This design comes from an exercise in tuning for small area, a short achievable clock period and few clock cycles per item on the open sky130 flow, not from production work.
Where RTL was checked, it was by simulation tests only, not by an equivalence proof against the original.
Function not checked in runs 1 and 2: the RTL went through the layout flow alone.
Power and IR drop assume default switching activity.

<file path="flow/standard.sh">
#!/bin/bash
# synth_recipe.tcl (not shown) runs the flow's synth.tcl, then flattens the netlist and writes it again
# the make line also repeats each setting of config.mk as NAME=value (left out here)
make -C /OpenROAD-flow-scripts/flow DESIGN_CONFIG=/design/flow/config.mk WORK_HOME=/design/flow/orfs CLKGATE_MAP_FILE= SYNTH_SCRIPT=/design/flow/synth_recipe.tcl "${@:-finish}"
</file>
<file path="flow/config.mk">
export PLATFORM = sky130hd
export DESIGN_NAME = exchange_sort_double_keys_unit
export DESIGN_NICKNAME = exchange_sort_double_keys_unit
export VERILOG_FILES = /design/flow/design.v
export SDC_FILE = /design/flow/constraint.sdc
export NUM_CORES = 4
export LEC_CHECK = 0
export CAP_MARGIN = 20
export CORE_MARGIN = 2
export CORE_UTILIZATION = 35
export SETUP_SLACK_MARGIN = 2.5
export SLEW_MARGIN = 20
</file>
<file path="flow/flow/run.sh">
#!/bin/bash
# Standard layout, except that synthesis maps logic with a delay-targeted ABC script
# (flow/abc_speed.script in place of ORFS's scripts/abc_speed.script). Everything else,
# including the rest of the synthesis script, is ORFS's own.
set -euo pipefail
W=$(pwd)
rm -rf "$W/scripts_abc"
cp -r "$FLOW_HOME/scripts" "$W/scripts_abc"
cp "$W/flow/abc_speed.script" "$W/scripts_abc/abc_speed.script"
bash "$W/standard.sh" "SCRIPTS_DIR=$W/scripts_abc" synth > "$W/synth.log" 2>&1
bash "$W/standard.sh" > "$W/layout.log" 2>&1
</file>
<file path="flow/design.v">
package esdk_pkg;
    localparam int MAX_ITEMS_DEF = 16;
    localparam int KEY_BITS_DEF  = 64;
    function automatic logic [63:0] order_rank(input logic [63:0] k);
        order_rank = k[63] ? ~k : (k | {1'b1, 63'd0});
    endfunction
    function automatic logic [63:0] rank_key(input logic [63:0] r);
        rank_key = r[63] ? (r & {1'b0, {63{1'b1}}}) : ~r;
    endfunction
    function automatic logic key_lt(input logic [63:0] a, input logic [63:0] b);
        logic [63:0] g, p;
        g = ~a & b;
        p = ~a | b;
        for (int w = 32; w >= 1; w = w / 2) begin
            for (int k = 0; k < w; k++) begin
                g[k] = g[2*k+1] | (p[2*k+1] & g[2*k]);
                p[k] = p[2*k+1] & p[2*k];
            end
        end
        key_lt = g[0];
    endfunction
endpackage
module exchange_sort_double_keys_unit #(
    parameter int MAX_ITEMS = esdk_pkg::MAX_ITEMS_DEF,
    parameter int KEY_BITS  = esdk_pkg::KEY_BITS_DEF
) (
    input  logic                aclk,
    input  logic                aresetn,
    input  logic                s_valid,
    output logic                s_ready,
    input  logic [KEY_BITS-1:0] s_key,
    input  logic                s_last,
    output logic                m_valid,
    input  logic                m_ready,
    output logic [KEY_BITS-1:0] m_sorted_key,
    output logic                m_end_of_set,
    output logic                m_dropped
);
    localparam int N  = MAX_ITEMS;
    localparam int CW = $clog2(MAX_ITEMS + 1);    
    localparam int PW = $clog2(MAX_ITEMS);        
    logic [KEY_BITS-1:0] key_q [N];
    logic [PW-1:0]       pos_q [N];
    logic [N-1:0]        vld_q, cls_q, eos_q, drp_q;
    logic [N-1:0]        head_q;    
    logic [N-1:0]        omax_q;    
    logic [N-1:0]        pend1_q;   
    logic [N-1:0]        pend2_q;   
    logic [N-1:0]        gt_q;      
    logic [CW-1:0]       base1_q;   
    logic [CW-1:0]       base2_q;   
    logic [CW-1:0]       pcnt_q;    
    logic [CW-1:0]       nvld_q;    
    logic [CW-1:0]       ocnt_q;    
    logic                a_vld_q, a_last_q, b_vld_q, b_last_q;
    logic [KEY_BITS-1:0] a_key_q, b_key_q;
    logic [N-1:0]        lt_q;      
    logic [N-1:0]        lt_a;      
    logic                b_load;
    logic full, ovf, drain, consume, ins, close;
    logic [N-1:0] gt, inc, first_free, wsel, wen, vld_n, omax_n;
    logic         no_gt, new_head;
    logic [CW-1:0] pcnt;
    logic [CW-1:0] pend2_pos;
    assign full    = nvld_q[CW-1];           
    assign ovf     = ocnt_q[CW-1];           
    logic                o1_vld_q, o1_eos_q, o1_drp_q, o2_vld_q, o2_eos_q, o2_drp_q;
    logic [KEY_BITS-1:0] o1_key_q, o2_key_q;
    logic                head_rdy, o1_load;
    assign head_rdy = |(head_q & cls_q);
    assign drain    = head_rdy && !o2_vld_q;
    assign o1_load  = !o1_vld_q || m_ready;
    assign m_valid  = o1_vld_q;
    assign consume = b_vld_q && (ovf || !full || drain);
    assign ins     = consume && !ovf;
    assign close   = consume && b_last_q;
    assign b_load  = !b_vld_q || consume;
    assign s_ready = !a_vld_q || b_load;
    logic [KEY_BITS-1:0] head_key;
    always_comb begin
        head_key = '0;
        for (int j = 0; j < N; j++) head_key = head_key | (key_q[j] & {KEY_BITS{head_q[j]}});
    end
    logic [KEY_BITS-1:0] hd_key;
    logic                hd_eos, hd_drp;
    assign hd_key = esdk_pkg::rank_key(head_key);
    assign hd_eos = |(head_q & eos_q);
    assign hd_drp = |(head_q & drp_q);
    assign m_sorted_key = o1_key_q;
    assign m_end_of_set = o1_eos_q;
    assign m_dropped    = o1_drp_q;
    always_ff @(posedge aclk) begin
        if (o1_load) begin
            o1_key_q <= o2_vld_q ? o2_key_q : hd_key;
            o1_eos_q <= o2_vld_q ? o2_eos_q : hd_eos;
            o1_drp_q <= o2_vld_q ? o2_drp_q : hd_drp;
        end
        if (!o1_load && !o2_vld_q) begin
            o2_key_q <= hd_key;
            o2_eos_q <= hd_eos;
            o2_drp_q <= hd_drp;
        end
        if (!aresetn) begin
            o1_vld_q <= 1'b0;
            o2_vld_q <= 1'b0;
        end else if (o1_load) begin
            o1_vld_q <= o2_vld_q || drain;
            o2_vld_q <= 1'b0;
        end else if (drain) begin
            o2_vld_q <= 1'b1;
        end
    end
    logic lt_ab;
    assign lt_ab = esdk_pkg::key_lt(a_key_q, b_key_q);
    genvar g;
    for (g = 0; g < N; g++) begin : g_cmp
        assign lt_a[g] = wen[g] ? lt_ab : esdk_pkg::key_lt(a_key_q, key_q[g]);
        assign gt[g]   = vld_q[g] && !cls_q[g] && lt_q[g];
    end
    assign no_gt = ~|gt;
    assign new_head = ~|(vld_q & cls_q & ~(head_q & {N{drain}})) && (gt == (vld_q & ~cls_q));
    always_comb begin
        first_free = '0;
        for (int j = N - 1; j >= 0; j--) if (!vld_q[j]) first_free = N'(1) << j;
    end
    assign wsel = ins ? (full ? head_q : first_free) : '0;
    assign wen  = full ? (head_q & {N{ins}}) : first_free;
    logic [CW-1:0] pc_l1 [8];
    logic [CW-1:0] pc_l2 [4];
    logic [CW-1:0] pc_l3 [2];
    for (g = 0; g < 8; g++) begin : g_pc1
        assign pc_l1[g] = CW'(gt_q[2*g]) + CW'(gt_q[2*g+1]);
    end
    for (g = 0; g < 4; g++) begin : g_pc2
        assign pc_l2[g] = pc_l1[2*g] + pc_l1[2*g+1];
    end
    for (g = 0; g < 2; g++) begin : g_pc3
        assign pc_l3[g] = pc_l2[2*g] + pc_l2[2*g+1];
    end
    assign pcnt = pc_l3[0] + pc_l3[1];
    assign pend2_pos = base2_q - pcnt_q;
    assign inc    = gt & {N{ins}};
    assign omax_n = (ins && no_gt) ? wsel : omax_q;
    logic [N-1:0] head_k, head_n, cand1, cand2;
    logic         any_head, p1_first;
    for (g = 0; g < N; g++) begin : g_head
        logic z0, z1;
        assign z0 = (pos_q[g] == PW'(0));
        assign z1 = (pos_q[g] == PW'(1));
        assign head_k[g] = !pend1_q[g] && !pend2_q[g] && !wsel[g] && vld_n[g] && !inc[g] &&
                           (drain ? z1 : z0);
    end
    assign vld_n    = wsel | (vld_q & ~(head_q & {N{drain}}));
    assign any_head = (|head_k) || (ins && new_head);
    assign cand1    = pend1_q & vld_n & ~wsel;
    assign cand2    = pend2_q & vld_n & ~wsel;
    assign p1_first = |(gt_q & pend2_q);
    assign head_n   = head_k | (wsel & {N{new_head}}) |
                      (any_head ? '0 :
                       ((|cand1) && (|cand2)) ? (p1_first ? cand1 : cand2) :
                       (cand1 | cand2));
    for (g = 0; g < N; g++) begin : g_slot
        logic [PW-1:0] pos_c;
        assign pos_c = pend2_q[g] ? PW'(pend2_pos) : pos_q[g];
        always_ff @(posedge aclk) begin
            if (wen[g]) key_q[g] <= b_key_q;
            pos_q[g]  <= inc[g] ? (drain ? pos_c : pos_c + PW'(1))
                                : (drain ? pos_c - PW'(1) : pos_c);
            cls_q[g]  <= close || (!wsel[g] && cls_q[g]);
            eos_q[g]  <= (!wsel[g] && eos_q[g]) || (close && omax_n[g]);
            drp_q[g]  <= !wsel[g] && (drp_q[g] || (close && ovf));
        end
    end
    always_ff @(posedge aclk) begin
        omax_q  <= omax_n;
        pend1_q <= wsel;
        pend2_q <= pend1_q & ~wsel;
        gt_q    <= gt;
        pcnt_q  <= pcnt;
        base1_q <= nvld_q - CW'(drain);
        base2_q <= (|(inc & pend1_q)) ? (drain ? base1_q : base1_q + CW'(1))
                                      : (drain ? base1_q - CW'(1) : base1_q);
        if (s_ready) begin
            a_key_q  <= esdk_pkg::order_rank(s_key);
            a_last_q <= s_last;
        end
        if (b_load) begin
            b_key_q  <= a_key_q;
            b_last_q <= a_last_q;
            lt_q     <= lt_a;
        end
        if (!aresetn) begin
            vld_q    <= '0;
            head_q   <= '0;
            nvld_q   <= '0;
            ocnt_q   <= '0;
            a_vld_q  <= 1'b0;
            b_vld_q  <= 1'b0;
        end else begin
            vld_q    <= vld_n;
            head_q   <= head_n;
            nvld_q   <= ins ? (drain ? nvld_q : nvld_q + CW'(1))
                            : (drain ? nvld_q - CW'(1) : nvld_q);
            ocnt_q   <= close ? '0 : ins ? ocnt_q + CW'(1) : ocnt_q;
            if (s_ready) a_vld_q <= s_valid;
            if (b_load)  b_vld_q <= a_vld_q;
        end
    end
endmodule
</file>
<file path="flow/flow/abc_speed.script">
strash
dch
map -D 800
topo
buffer -c
upsize -c
dnsize -c
</file>
<file path="flow/constraint.sdc">
create_clock -name core_clock -period 6.0 [get_ports {aclk}]
set_input_delay 1.2000 -clock core_clock [delete_from_list [all_inputs] [get_ports {aclk}]]
set_output_delay 1.2000 -clock core_clock [all_outputs]
set_load 0.01 [all_outputs]
</file>
==> results of run 1 <==
power by group:
part	switching (mW)	internal, mW
registers	0.781	12.6
logic	3.88	1.74
clock network	4.83	6.19
total	9.49	20.6
cell type report:
cell class                 instances  area share [%]
sequential                      1536            48.8
multi-input combinational       4885            32.2
clock buffer                     212            5.12
timing repair buffer             446            4.48
inverter                         930            4.06
tap                             2871            4.00
clock inverter                   103            1.29
timing repair inverter            10          0.0640
antenna                            5          0.0139
cells in the mapped netlist, types with 14 or more instances:
cell type and instances:
edfxtp_1 1302, nand2_1 916, inv_1 903, nor2_1 680
o21ai_0 450, a21oi_1 446, a22oi_1 350, clkbuf_1 296
o22ai_1 286, nand3_1 270, dfxtp_1 234, nor3_1 168
xor2_1 163, o211ai_1 161, o221ai_1 124, a221oi_1 110
nand4_1 97, buf_1 80, o2111ai_1 79, ha_1 64
xnor2_1 54, a211oi_1 51, nor4_1 46, a31oi_1 40
o21a_1 34, a2111oi_0 32, o311ai_0 31, or2_2 29
buf_2 25, a22o_1 23, clkinv_1 21, a311oi_1 15
mux2i_1 14
metal layers:
metal | up-vias | wire, um
met5 | - | 202
met3 | 1043 | 39700
met1 | 33900 | 147000
li1 | 29000 | -
met4 | 28 | 25400
met2 | 4618 | 162000
timing repair:
| action | in CTS | in global routing |
|---|---|---|
| hold buffers | 0 | 0 |
| cloned | 10 | 2 |
| buffers inserted | 51 | 45 |
| setup endpoints to repair | 830 | 109 |
| gates resized for setup | 134 | 68 |
| pin swaps | 15 | 16 |
kinds of logic after synthesis:
group	Yosys count	synth area share, %
compound gates	2334	20.1
simple gates	2243	12.4
flops	1536	56.8
buf+inv	1342	6.66
xor+xnor	217	2.46
fa+ha+maj	76	1.35
mux	14	0.182
worst paths after layout:
kind / start / slack [ns] / to / depth (start not counted)
min: a_last_q / 0.44 / b_last_q / 0
max: head_q[8] / 2.36 / s_ready / 7
min reg2reg: a_last_q / 0.44 / b_last_q / 0
max reg2reg: a_key_q[53] / 2.41 / lt_q[0] / 9
sequential cells by signal, summed over array words and instances, names as in the netlist, 64 cells and up:
signal    cells
a_key_q      64
b_key_q      64
key_q      1024
o1_key_q     64
o2_key_q     64
pos_q        64
through the flow:
| step | power (mW) | util [%] | setup slack (ns) | instance area [sq um] | hold slack, ns |
|---|---|---|---|---|---|
| after global routing | 31.0 | 41.0 | 2.28 | 89900 | 0.438 |
| final | 30.1 | 41.0 | 2.36 | 89900 | 0.437 |
| after CTS | 29.9 | 40.7 | 2.29 | 89200 | 0.435 |
| after detailed placement | 18.8 | 37.6 | 1.15 | 82400 | 0.422 |
| after global placement | 18.7 | 37.5 | 1.24 | 82300 | 0.411 |
| after floorplan | 16.5 | - | 2.25 | 77200 | 0.400 |
==> results.ini, run 1 <==
[run_status]
status=complete, no violations

[worst_setup_path]
cp.arrival_ns=2.44
crit_top_cell=nor2_4
crit_required_ns=4.80
critPathTopFamily=simple AND/OR/NAND/NOR gates
start_kind=flip-flop
crit_path_end_kind=output port
crit_chain=a22oi_2, nand4_4, nor2_4, nor2_4, nor2_4, nand2_8, buf_6
cp_num_buf_inv=1
critical_path_class=flip-flop to output port
slowest_delay_ns=0.37
cp_slowest_cell=dfxtp_2
cp_max_fo=5

[drt]
wl_per_cell_um=34.0
vias_per_cell=6.24
routed_wl_um=374000
ant_nets=0
drc=0
vias=68600
firstDrtPassIters=9
dr.first_iter.drc_count=10900

[layout]
multiInputGateArea_sq_mm=0.0289
final_cell_count_no_fill=11000
drive_gt1_share_pct=10.3
fill_cells=21200
area_growth_pct=16.5
nNetsFinal=8126
layout_common_cells=1302 x edfxtp_1, 911 x nand2_1, 862 x inv_1
layout_commonest_cell=edfxtp_1
register_area_sq_mm=0.0438

[floorplan]
ios=137
die_h_um=473
die-area_sq_mm=0.224
core-area_sq_mm=0.219
rows=172
die_x_um=473
start_util_pct=35.2

[timing]
rsz0062_at_grt=true
hold_viol=0
setup_violations=0
fin_worst_skew_ns=0.0419
final.setup.tns_ns=0
timing.fmax_mhz=275
maxSlewViolCount=0
finalCritPeriodShare_pct=60.7
tightest_slew_ns=1.08
max_slew_margin_pct=27.7
min_period_ns=3.64

[synth]
synth_nets=7907
async_flop_share_pct=0
syn_avg_cell_area_sq_um=9.94
synthTopCellsByArea=edfxtp_1 51%, dfxtp_1 6.1%, nand2_1 4.5%
yosysTopAreaCellShare_pct=50.7
ys_ff_latch=1536
ys_types=76
synth-main-ff-cell=edfxtp_1
ys_warn_count=6
synthCells=7762
synth_area_sq_mm=0.0771
ys_seq_area_share_pct=56.8
yosysTopAreaCell=edfxtp_1
synth_edf_count=1302

[global_routing]
grt_pass1_vias=64300
top_usage_layer=met2
met1_usage_pct=42.9
met2_usage_pct=49.2
grtUsageMet3_pct=6.99
grt-ovfl-total=0
grt_pass1_wl_um=512000
antenna_found_initial=28
track_usage_pct=32.5
grt_max_degree=68

[power_and_ir_drop]
p_per_area_mw_per_mm2=335
irDropWorstVdd_uv=292
p_leak_nw=33.1

[clock_network]
clk_pin_slew_ns=0.06
cts_buffers=172
ctsRootBufferMaster=clkbuf_16
clock_latency_ns=0.87
cts_buffer_depth=3
cts_tree=yes
numClockSinks=1536
htreeDepth=4

[placed_design]
port_buffers=136
globalplace.congestion=1.07
dp.final_hpwl_um=259000
place_inst=10600

[flow_run]
cap_violations=0

[hold_path]
hold_class=flip-flop to flip-flop

==> run 2, diff against run 1 <==
--- a/flow/config.mk
+++ b/flow/config.mk
@@ -9,4 +9,5 @@
 export CORE_MARGIN = 2
 export CORE_UTILIZATION = 35
-export SETUP_SLACK_MARGIN = 2.5
+export SETUP_SLACK_MARGIN = 3.0
 export SLEW_MARGIN = 20
+export TNS_END_PERCENT = 20
==> run 2 against run 1 <==
Net effect: still clean; final area rose by 3.1%; first-iteration DRC count rose by 9.1%; non-clock buffer count rose by 80; clock-buffer cell count did not move; global-route usage fell by 1.1 points; critical path depth did not move; total power rose by 1.7%; synthesized cell count did not move; routed wire length fell by 2.1%; critical endpoint unchanged.
==> results.ini, run 2 <==
[synth]
ys_warn_count=6  ; unchanged
synth_edf_count=1302  ; unchanged
synth_fa_ha_area_share_pct=1.35  ; unchanged
yosys.area_share.simple_pct=12.4  ; unchanged
synth_most_common_cell=edfxtp_1
synth_commonest_cells=1302 x edfxtp_1, 916 x nand2_1, 903 x inv_1
synth_mux_area_share_pct=0.182  ; unchanged
ys_seq_area_share_pct=56.8  ; unchanged
synth_nets=7907  ; unchanged
ys_ff_latch=1536  ; unchanged
yosysTopAreaCellShare_pct=50.7  ; unchanged
synth_area_sq_mm=0.0771  ; unchanged
yosys.area_share.xor_xnor_pct=2.46  ; unchanged
synthCells=7762  ; unchanged
synth-main-ff-cell=edfxtp_1
syn_avg_cell_area_sq_um=9.94  ; unchanged
yosysTopAreaCell=edfxtp_1
synthTopCellsByArea=edfxtp_1 51%, dfxtp_1 6.1%, nand2_1 4.5%
synth_top_family_by_area=compound AO/OA/AOI/OAI gates
synth_compound_area_share_pct=20.1  ; unchanged
ys_types=76  ; unchanged
async_flop_share_pct=0  ; unchanged

[drt]
vias=70400  ; +2.6%
wl_per_cell_um=33.0  ; -3.0%
vias_per_cell=6.34  ; +1.6%
drc=0  ; unchanged
firstDrtPassIters=13  ; +4
routed_wl_um=366000  ; -2.1%
ant_nets=0  ; unchanged
dr.first_iter.drc_count=11900  ; +9.1%

[layout]
nNetsFinal=8222  ; +1.2%
area_growth_pct=20.1
drive_gt1_share_pct=13.1  ; +2.8 points
layout_common_cells=1302 x edfxtp_1, 904 x nand2_1, 845 x inv_1
top_register=key_q
layout_commonest_cell=edfxtp_1
largest_reg_flops=1024  ; unchanged
post-route-util_pct=42.2  ; +1.3 points

[power_and_ir_drop]
p_total_mw=30.6  ; +1.7%
p_seq_share_pct=43.9  ; -0.8 points
p_per_area_mw_per_mm2=330  ; -1.3%
switching_share_pct=31.2  ; -0.37 points
p_leak_nw=34.0  ; +3.0%
p_clk_share_pct=37.0  ; +0.3 points
power.switching_mw=9.54  ; +0.53%
irDropWorstVdd_uv=278  ; -4.9%
p_int_mw=21.0  ; +2.3%
power_frac_comb_pct=19.1  ; +0.4 points

[floorplan]
rows=172  ; unchanged
die-area_sq_mm=0.224  ; unchanged
core-area_sq_mm=0.219  ; unchanged
ios=137  ; unchanged
die_x_um=473  ; unchanged
start_util_pct=35.2  ; unchanged
die_h_um=473  ; unchanged

[global_routing]
grt-ovfl-total=0  ; unchanged
grt_pass1_wl_um=500000  ; -2.3%
track_usage_pct=31.4  ; -1.1 points
grt_pass1_vias=65000  ; +1.1%
antenna_found_initial=27  ; -3.6%
grt_max_degree=67  ; -1.5%

[timing]
min_period_ns=3.60  ; -0.0381 ns
rsz0062_at_grt=true
timing.fmax_mhz=277  ; +1.1%
setup_violations=0  ; unchanged
hold_viol=0  ; unchanged
maxSlewViolCount=0  ; unchanged
finalCritPeriodShare_pct=60.1  ; -0.63 points
final.setup.tns_ns=0  ; unchanged
fin_ws_ns=2.40  ; +0.0381 ns
max_slew_margin_pct=20.9  ; -6.7 points
tightest_slew_ns=1.18  ; +0.100 ns
fin_worst_skew_ns=0.0576  ; +0.0157 ns

[clock_network]
cts_tree=yes
cts_buffer_depth=3  ; unchanged
htreeDepth=4  ; unchanged
hold_buffers=0  ; unchanged
ctsRootBufferMaster=clkbuf_16
cts_buffers=173  ; +0.58%
clock_latency_ns=0.88  ; about the same
numClockSinks=1536  ; unchanged
clk_pin_slew_ns=0.06  ; about the same

[worst_setup_path]
crit_required_ns=4.80  ; about the same
critical_path_class=flip-flop to output port
cp_max_fo=9  ; +4
start_kind=flip-flop
crit_path_end_kind=output port
cp.arrival_ns=2.40  ; -0.04 ns
reg2reg_slack_ns=2.47  ; +0.06 ns

[placed_design]
pre_cts_slack_ns=1.48  ; +0.333 ns
dp.final_hpwl_um=243000  ; -6.3%
port_buffers=136  ; unchanged
globalplace.congestion=1.04  ; -2.9%

[hold_path]
hold_class=flip-flop to flip-flop

[flow_run]
cap_violations=0  ; unchanged

[run_status]
status=complete, no violations

==> run 2: logic make-up after synthesis <==
kind of cell,after synthesis
flops,1536
buf+inv,1342
xor+xnor,217
compound gates,2334
mux,14
simple gates,2243
fa+ha+maj,76
==> run 2: layout make-up <==
cell class | count | area (sq um)
fill | 20600 | 127000
sequential | 1536 | 43800
multi-input combinational | 4888 | 30000
timing repair buffer | 526 | 5210
clock buffer | 212 | 4580
inverter | 930 | 3890
tap | 2871 | 3590
clock inverter | 109 | 1350
timing repair inverter | 22 | 143
antenna | 7 | 17.5
==> run 2: worst paths after layout <==
check,startpoint,end,cells after the start
worst max-delay path,head_q[7],s_ready,7
worst min-delay path,a_last_q,b_last_q,0
worst max register to register,cls_q[2],head_q[0],23
worst min register to register,a_last_q,b_last_q,0
==> run 2: power by group through the flow <==
stage                     sequential [mW]  combinational (mW)  clock (mW)
after floorplan                      13.3                3.15           0
after global placement               13.7                4.88           0
after detailed placement             13.7                5.00           0
after CTS                            13.4                5.48        11.4
after global routing                 13.5                6.22        11.8
final                                13.4                5.84        11.3
==> run 2: routing by layer <==
layer	vias to the layer above	global-route usage (%)	wire length (um)
li1	29300	-	-
met1	34100	40.7	136000
met2	5559	45.7	152000
met3	1363	9.14	48700
met4	20	20.3	29600
met5	-	0	149
==> run 2: through the flow <==
stage / std cells / hold slack [ns] / cell area [sq um]
2_1_floorplan: 7762 / 0.400 / 77300
3_3_place_gp: 10500 / 0.430 / 82100
3_5_place_dp: 10500 / 0.416 / 82200
4_1_cts: 11000 / 0.448 / 91200
5_1_grt: 11100 / 0.460 / 92600
6_report: 11100 / 0.439 / 92600
==> run 2: what timing repair did <==
item                        CTS  global route
cloned                       25             9
resized for setup           395           164
pin swaps                    43            38
setup buffers               137            61
setup endpoints to repair  1247           655
==> run 2: critical path, cell delays in order, from the launching register on <==
cell and delay [ns]:
dfxtp_4 0.45, a22oi_2 0.20, nand4_2 0.16, nor2_4 0.20
nor2_4 0.06, nor2_4 0.15, nand2_8 0.14, buf_6 0.16
==> run 3, diff against run 2 <==
--- a/flow/design.v
+++ b/flow/design.v
@@ -65,10 +65,11 @@
     assign full    = nvld_q[CW-1];           
     assign ovf     = ocnt_q[CW-1];           
-    logic                o1_vld_q, o1_eos_q, o1_drp_q, o2_vld_q, o2_eos_q, o2_drp_q;
-    logic [KEY_BITS-1:0] o1_key_q, o2_key_q;
-    logic                head_rdy, o1_load;
-    assign head_rdy = |(head_q & cls_q);
-    assign drain    = head_rdy && !o2_vld_q;
+    logic                o1_vld_q, o1_eos_q, o1_drp_q;
+    logic [KEY_BITS-1:0] o1_key_q;
+    logic                head_rdy_q, sr_q, o1_load;
+    logic                head_rdy;
+    assign head_rdy = head_rdy_q;
     assign o1_load  = !o1_vld_q || m_ready;
+    assign drain    = head_rdy && o1_load;
     assign m_valid  = o1_vld_q;
     assign consume = b_vld_q && (ovf || !full || drain);
@@ -76,5 +77,5 @@
     assign close   = consume && b_last_q;
     assign b_load  = !b_vld_q || consume;
-    assign s_ready = !a_vld_q || b_load;
+    assign s_ready = sr_q || (head_rdy_q && m_ready);
     logic [KEY_BITS-1:0] head_key;
     always_comb begin
@@ -92,21 +93,12 @@
     always_ff @(posedge aclk) begin
         if (o1_load) begin
-            o1_key_q <= o2_vld_q ? o2_key_q : hd_key;
-            o1_eos_q <= o2_vld_q ? o2_eos_q : hd_eos;
-            o1_drp_q <= o2_vld_q ? o2_drp_q : hd_drp;
-        end
-        if (!o1_load && !o2_vld_q) begin
-            o2_key_q <= hd_key;
-            o2_eos_q <= hd_eos;
-            o2_drp_q <= hd_drp;
+            o1_key_q <= hd_key;
+            o1_eos_q <= hd_eos;
+            o1_drp_q <= hd_drp;
         end
         if (!aresetn) begin
             o1_vld_q <= 1'b0;
-            o2_vld_q <= 1'b0;
         end else if (o1_load) begin
-            o1_vld_q <= o2_vld_q || drain;
-            o2_vld_q <= 1'b0;
-        end else if (drain) begin
-            o2_vld_q <= 1'b1;
+            o1_vld_q <= drain;
         end
     end
@@ -167,9 +159,22 @@
             pos_q[g]  <= inc[g] ? (drain ? pos_c : pos_c + PW'(1))
                                 : (drain ? pos_c - PW'(1) : pos_c);
-            cls_q[g]  <= close || (!wsel[g] && cls_q[g]);
+            cls_q[g]  <= cls_n[g];
             eos_q[g]  <= (!wsel[g] && eos_q[g]) || (close && omax_n[g]);
             drp_q[g]  <= !wsel[g] && (drp_q[g] || (close && ovf));
         end
     end
+    logic          a_vld_n, b_vld_n, o1_vld_n, full_n, ovf_n, head_rdy_n;
+    logic [CW-1:0] nvld_n, ocnt_n;
+    logic [N-1:0]  cls_n;
+    assign a_vld_n  = s_ready ? s_valid : a_vld_q;
+    assign b_vld_n  = b_load ? a_vld_q : b_vld_q;
+    assign o1_vld_n = o1_load ? drain : o1_vld_q;
+    assign nvld_n   = ins ? (drain ? nvld_q : nvld_q + CW'(1))
+                          : (drain ? nvld_q - CW'(1) : nvld_q);
+    assign ocnt_n   = close ? '0 : ins ? ocnt_q + CW'(1) : ocnt_q;
+    assign full_n   = nvld_n[CW-1];
+    assign ovf_n    = ocnt_n[CW-1];
+    assign cls_n    = {N{close}} | (~wsel & cls_q);
+    assign head_rdy_n = |(head_n & cls_n);
     always_ff @(posedge aclk) begin
         omax_q  <= omax_n;
@@ -195,4 +200,6 @@
             nvld_q   <= '0;
             ocnt_q   <= '0;
+            sr_q       <= 1'b1;
+            head_rdy_q <= 1'b0;
             a_vld_q  <= 1'b0;
             b_vld_q  <= 1'b0;
@@ -200,9 +207,11 @@
             vld_q    <= vld_n;
             head_q   <= head_n;
-            nvld_q   <= ins ? (drain ? nvld_q : nvld_q + CW'(1))
-                            : (drain ? nvld_q - CW'(1) : nvld_q);
-            ocnt_q   <= close ? '0 : ins ? ocnt_q + CW'(1) : ocnt_q;
-            if (s_ready) a_vld_q <= s_valid;
-            if (b_load)  b_vld_q <= a_vld_q;
+            nvld_q   <= nvld_n;
+            sr_q       <= !a_vld_n || !b_vld_n || ovf_n || !full_n ||
+                          (head_rdy_n && !o1_vld_n);
+            head_rdy_q <= head_rdy_n;
+            ocnt_q   <= ocnt_n;
+            a_vld_q  <= a_vld_n;
+            b_vld_q  <= b_vld_n;
         end
     end
--- a/flow/config.mk
+++ b/flow/config.mk
@@ -8,6 +8,5 @@
 export CAP_MARGIN = 20
 export CORE_MARGIN = 2
-export CORE_UTILIZATION = 35
-export SETUP_SLACK_MARGIN = 3.0
+export CORE_UTILIZATION = 45
+export SETUP_SLACK_MARGIN = 2.8
 export SLEW_MARGIN = 20
-export TNS_END_PERCENT = 20
==> run 3 against run 2 <==
Net effect: maximum frequency is 3.3% higher; non-clock buffer count is 35 higher; sequential power is 9% lower; flip-flop and latch count is 65 lower; largest cell class unchanged.
==> results.ini, run 3 <==
[floorplan]
ios=137  ; unchanged
die-area_sq_mm=0.168  ; -25%
die_x_um=410  ; -13%
rows=149  ; -13%
core-area_sq_mm=0.164  ; -25%
start_util_pct=45.1  ; +10 points
die_h_um=410  ; -13%

[synth]
ys_warn_count=6  ; unchanged
syn_avg_cell_area_sq_um=9.86  ; -0.79%
synth_nets=7671  ; -3.0%
ys_ff_latch=1471  ; -4.2%
synth_commonest_cells=1236 x edfxtp_1, 928 x inv_1, 797 x nand2_1
synth_area_sq_mm=0.0742  ; -3.8%
yosysTopAreaCell=edfxtp_1
synth-main-ff-cell=edfxtp_1
ys_seq_area_share_pct=56.4  ; -0.40 points
yosysTopAreaCellShare_pct=50.0  ; -0.67 points
synth_edf_count=1236  ; -5.1%
synth_most_common_cell=edfxtp_1
ys_types=85  ; +12%
async_flop_share_pct=0  ; unchanged
synthTopCellsByArea=edfxtp_1 50%, dfxtp_1 6.3%, inv_1 4.7%
synthCells=7527  ; -3.0%

[layout]
drive_gt1_share_pct=14.4  ; +1.4 points
nNetsFinal=8021  ; -2.4%
top_register=key_q
layout_commonest_cell=edfxtp_1
multiInputGateArea_sq_mm=0.0296  ; -1.3%
area_growth_pct=20.4
post-route-util_pct=54.3  ; +12 points
largest_reg_flops=1024  ; unchanged
final_cell_count_no_fill=10200  ; -8.0%
register_area_sq_mm=0.0419  ; -4.4%
fill_cells=14500  ; -30%
layout_common_cells=1236 x edfxtp_1, 885 x inv_1, 777 x nand2_1

[worst_setup_path]
cp_num_buf_inv=5  ; +4
crit_path_end_kind=flip-flop
timing.rr.start=ocnt_q[4]
start_kind=flip-flop
cp.arrival_ns=4.19  ; +1.79 ns
crit_path_start=ocnt_q[4]
critical_path_class=flip-flop to flip-flop
cp_slowest_cell=dfxtp_2
slowest_delay_ns=0.38  ; -0.07 ns
critPathTopFamily=compound AO/OA/AOI/OAI gates
crit_chain=inv_2, buf_12, nand2_4, nor2_4, o211ai_1, buf_4, a32oi_1, nand4_1, o22ai_2, buf_4, buf_6, o211ai_1, nand3_1, nand2_1, a22oi_2, nand4_1, o21ai_1, nand2_1
crit_required_ns=6.70  ; +1.90 ns
reg2reg_slack_ns=2.51  ; +0.04 ns
cp_max_fo=21  ; +12

[placed_design]
dp.final_hpwl_um=227000  ; -6.5%
pre_cts_slack_ns=0.340  ; -1.14 ns
globalplace.congestion=0.993  ; -4.6%
port_buffers=136  ; unchanged
place_inst=9685  ; -8.1%

[power_and_ir_drop]
p_seq_share_pct=44.0  ; about the same
p_total_mw=27.8  ; -9.1%
power.switching_mw=8.08  ; -15%
p_int_mw=19.7  ; -6.3%
p_per_area_mw_per_mm2=311  ; -5.7%
switching_share_pct=29.1  ; -2.1 points
irDropWorstVdd_uv=322  ; +16%
p_leak_nw=33.1  ; -2.9%
power_frac_comb_pct=16.6  ; -2.5 points
p_clk_share_pct=39.4  ; +2.4 points

[global_routing]
grt-ovfl-total=0  ; unchanged
grt_max_degree=67  ; unchanged
antenna_found_initial=18  ; -33%
met1_usage_pct=53.2  ; +12 points
grtUsageMet3_pct=9.46  ; +0.31 points
met2_usage_pct=57.2  ; +12 points
grt_pass1_wl_um=463000  ; -7.5%
top_usage_layer=met2
track_usage_pct=38.8  ; +7.4 points
grt_pass1_vias=61000  ; -6.2%

[clock_network]
numClockSinks=1471  ; -4.2%
cts_tree=yes
cts_buffers=166  ; -4.0%
ctsRootBufferMaster=clkbuf_16
clk_pin_slew_ns=0.06  ; about the same
clock_latency_ns=0.84  ; -0.04 ns
htreeDepth=4  ; unchanged
cts_buffer_depth=3  ; unchanged

[timing]
max_slew_margin_pct=31.1  ; +10 points
rsz0062_at_grt=true
setup_violations=0  ; unchanged
hold_viol=0  ; unchanged
final.setup.tns_ns=0  ; unchanged
finalCritPeriodShare_pct=58.2  ; -1.9 points
timing.fmax_mhz=287  ; +3.3%
min_period_ns=3.49  ; -0.114 ns
maxSlewViolCount=0  ; unchanged
fin_ws_ns=2.51  ; +0.114 ns
fin_worst_skew_ns=0.0263  ; -0.0312 ns
tightest_slew_ns=1.03  ; -0.143 ns

[hold_path]
hold_class=flip-flop to flip-flop
min-delay-start=a_last_q

[flow_run]
cap_violations=0  ; unchanged

[drt]
drc=0  ; unchanged
ant_nets=0  ; unchanged
firstDrtPassIters=7  ; -6
routed_wl_um=336000  ; -8.3%
vias=66300  ; -5.8%
dr.first_iter.drc_count=10400  ; -13%
wl_per_cell_um=32.9  ; -0.36%
vias_per_cell=6.49  ; +2.4%

[run_status]
status=complete, no violations

[run 3: changes by cell type after synthesis, sizes merged, moves of 28 or more]
cell | before | now
inv | 909 | 937
edfxtp | 1302 | 1236
nor2 | 685 | 725
o22ai | 286 | 320
a22oi | 353 | 224
a21oi | 447 | 485
a221oi | 110 | 204
nand2 | 921 | 797
[run 3: worst paths after layout]
check,end,cells past startpoint
min reg2reg,b_last_q,0
max,sr_q,18
min,b_last_q,0
max reg2reg,sr_q,18
[run 3: area by class of cell]
| type | count | area share [%] |
|---|---|---|
| sequential | 1471 | 46.9 |
| timing repair buffer | 561 | 6.05 |
| clock inverter | 113 | 1.46 |
| antenna | 6 | 0.0168 |
| timing repair inverter | 10 | 0.0673 |
| clock buffer | 197 | 4.98 |
| inverter | 959 | 4.29 |
| tap | 2189 | 3.07 |
| multi-input combinational | 4708 | 33.2 |
[run 3: power groups by stage]
stage | registers [mW] | logic (mW) | clock network (mW)
global placement | 12.5 | 3.89 | 0
global route | 12.3 | 4.98 | 11.4
CTS | 12.2 | 4.34 | 11.0
floorplan | 12.3 | 2.55 | 0
detailed placement | 12.5 | 3.96 | 0
finish | 12.2 | 4.63 | 11.0
[run 3: cell families after synthesis]
family	count (synthesis)	share of synthesized area [%]
AO/OA/AOI/OAI	2290	20.6
XOR/XNOR	208	2.46
adder cells (fa/ha/maj)	75	1.38
buffers and inverters	1348	6.90
flip-flops	1471	56.4
multiplexers	2	0.0270
AND/OR/NAND/NOR	2133	12.3
[run 3: metrics by stage]
step	hold slack, ns	cell area, sq um
floorplan	0.400	74400
global placement	0.403	78900
detailed placement	0.415	78900
CTS	0.429	87700
global route	0.441	89300
finish	0.427	89300
[run 3: routing by layer]
layer | share of wire (%) | vias to the layer above | wire length [um]
li1 | - | 28500 | -
met1 | 40 | 32300 | 133000
met2 | 42 | 4580 | 143000
met3 | 12 | 894 | 40000
met4 | 6.0 | 10 | 20300
met5 | 0.022 | - | 73
[run 3: what timing repair did]
item / 4_1_cts / 5_1_grt
endpoints found under the hold margin: 0 / 0
cloned: 12 / 5
pin swaps: 52 / 88
gates resized for setup: 377 / 210
hold buffers: 0 / 0
setup buffers: 137 / 58
setup endpoints to repair: 795 / 63
[run 3: worst register-to-register path: cells and delay by family (launching register included)]
kind            cells  cell delay (ns)
flops               1             0.38
compound gates      6             1.09
simple gates        7             1.15
buf+inv             5             0.77
Testbench counts of run 3, summed over its fixed seeds: cycles 4,907, items 4,755.

[afterwards: timing with drivers on the ports]
The flow's constraints put no driver on any port. The routed layouts listed below were extracted and timed again, unchanged, in two steps. Step 1: set_driving_cell puts a clkbuf_16 on aclk and a buf_2 on each other input, an assumption about the parent block. Step 2 also shifts input and output timing later by t, the mid clock arrival at the registers, as if the neighbouring blocks saw the same clock. Three values: no drivers, after step 1, after step 2; two values: the first two.
| run | t, ns | setup WS [ns] | hold slack, ns | worst setup path after step 2 |
|---|---|---|---|---|
| run 1 | 0.941 | 2.357 / 2.265 / 2.119 | 0.437 / 0.437 / 0.437 | input to register |
| run 2 | 0.957 | 2.396 / 2.296 / 2.195 | 0.439 / 0.439 / 0.439 | input to register |
| run 3 | 0.921 | 2.510 / 2.492 / 1.571 | 0.427 / 0.427 / 0.427 | input to register |
After both steps setup and hold are still met in every run listed. The setup slack of run 3, which loses most, moves by -0.018 ns with the drivers and by -0.939 ns with both steps.
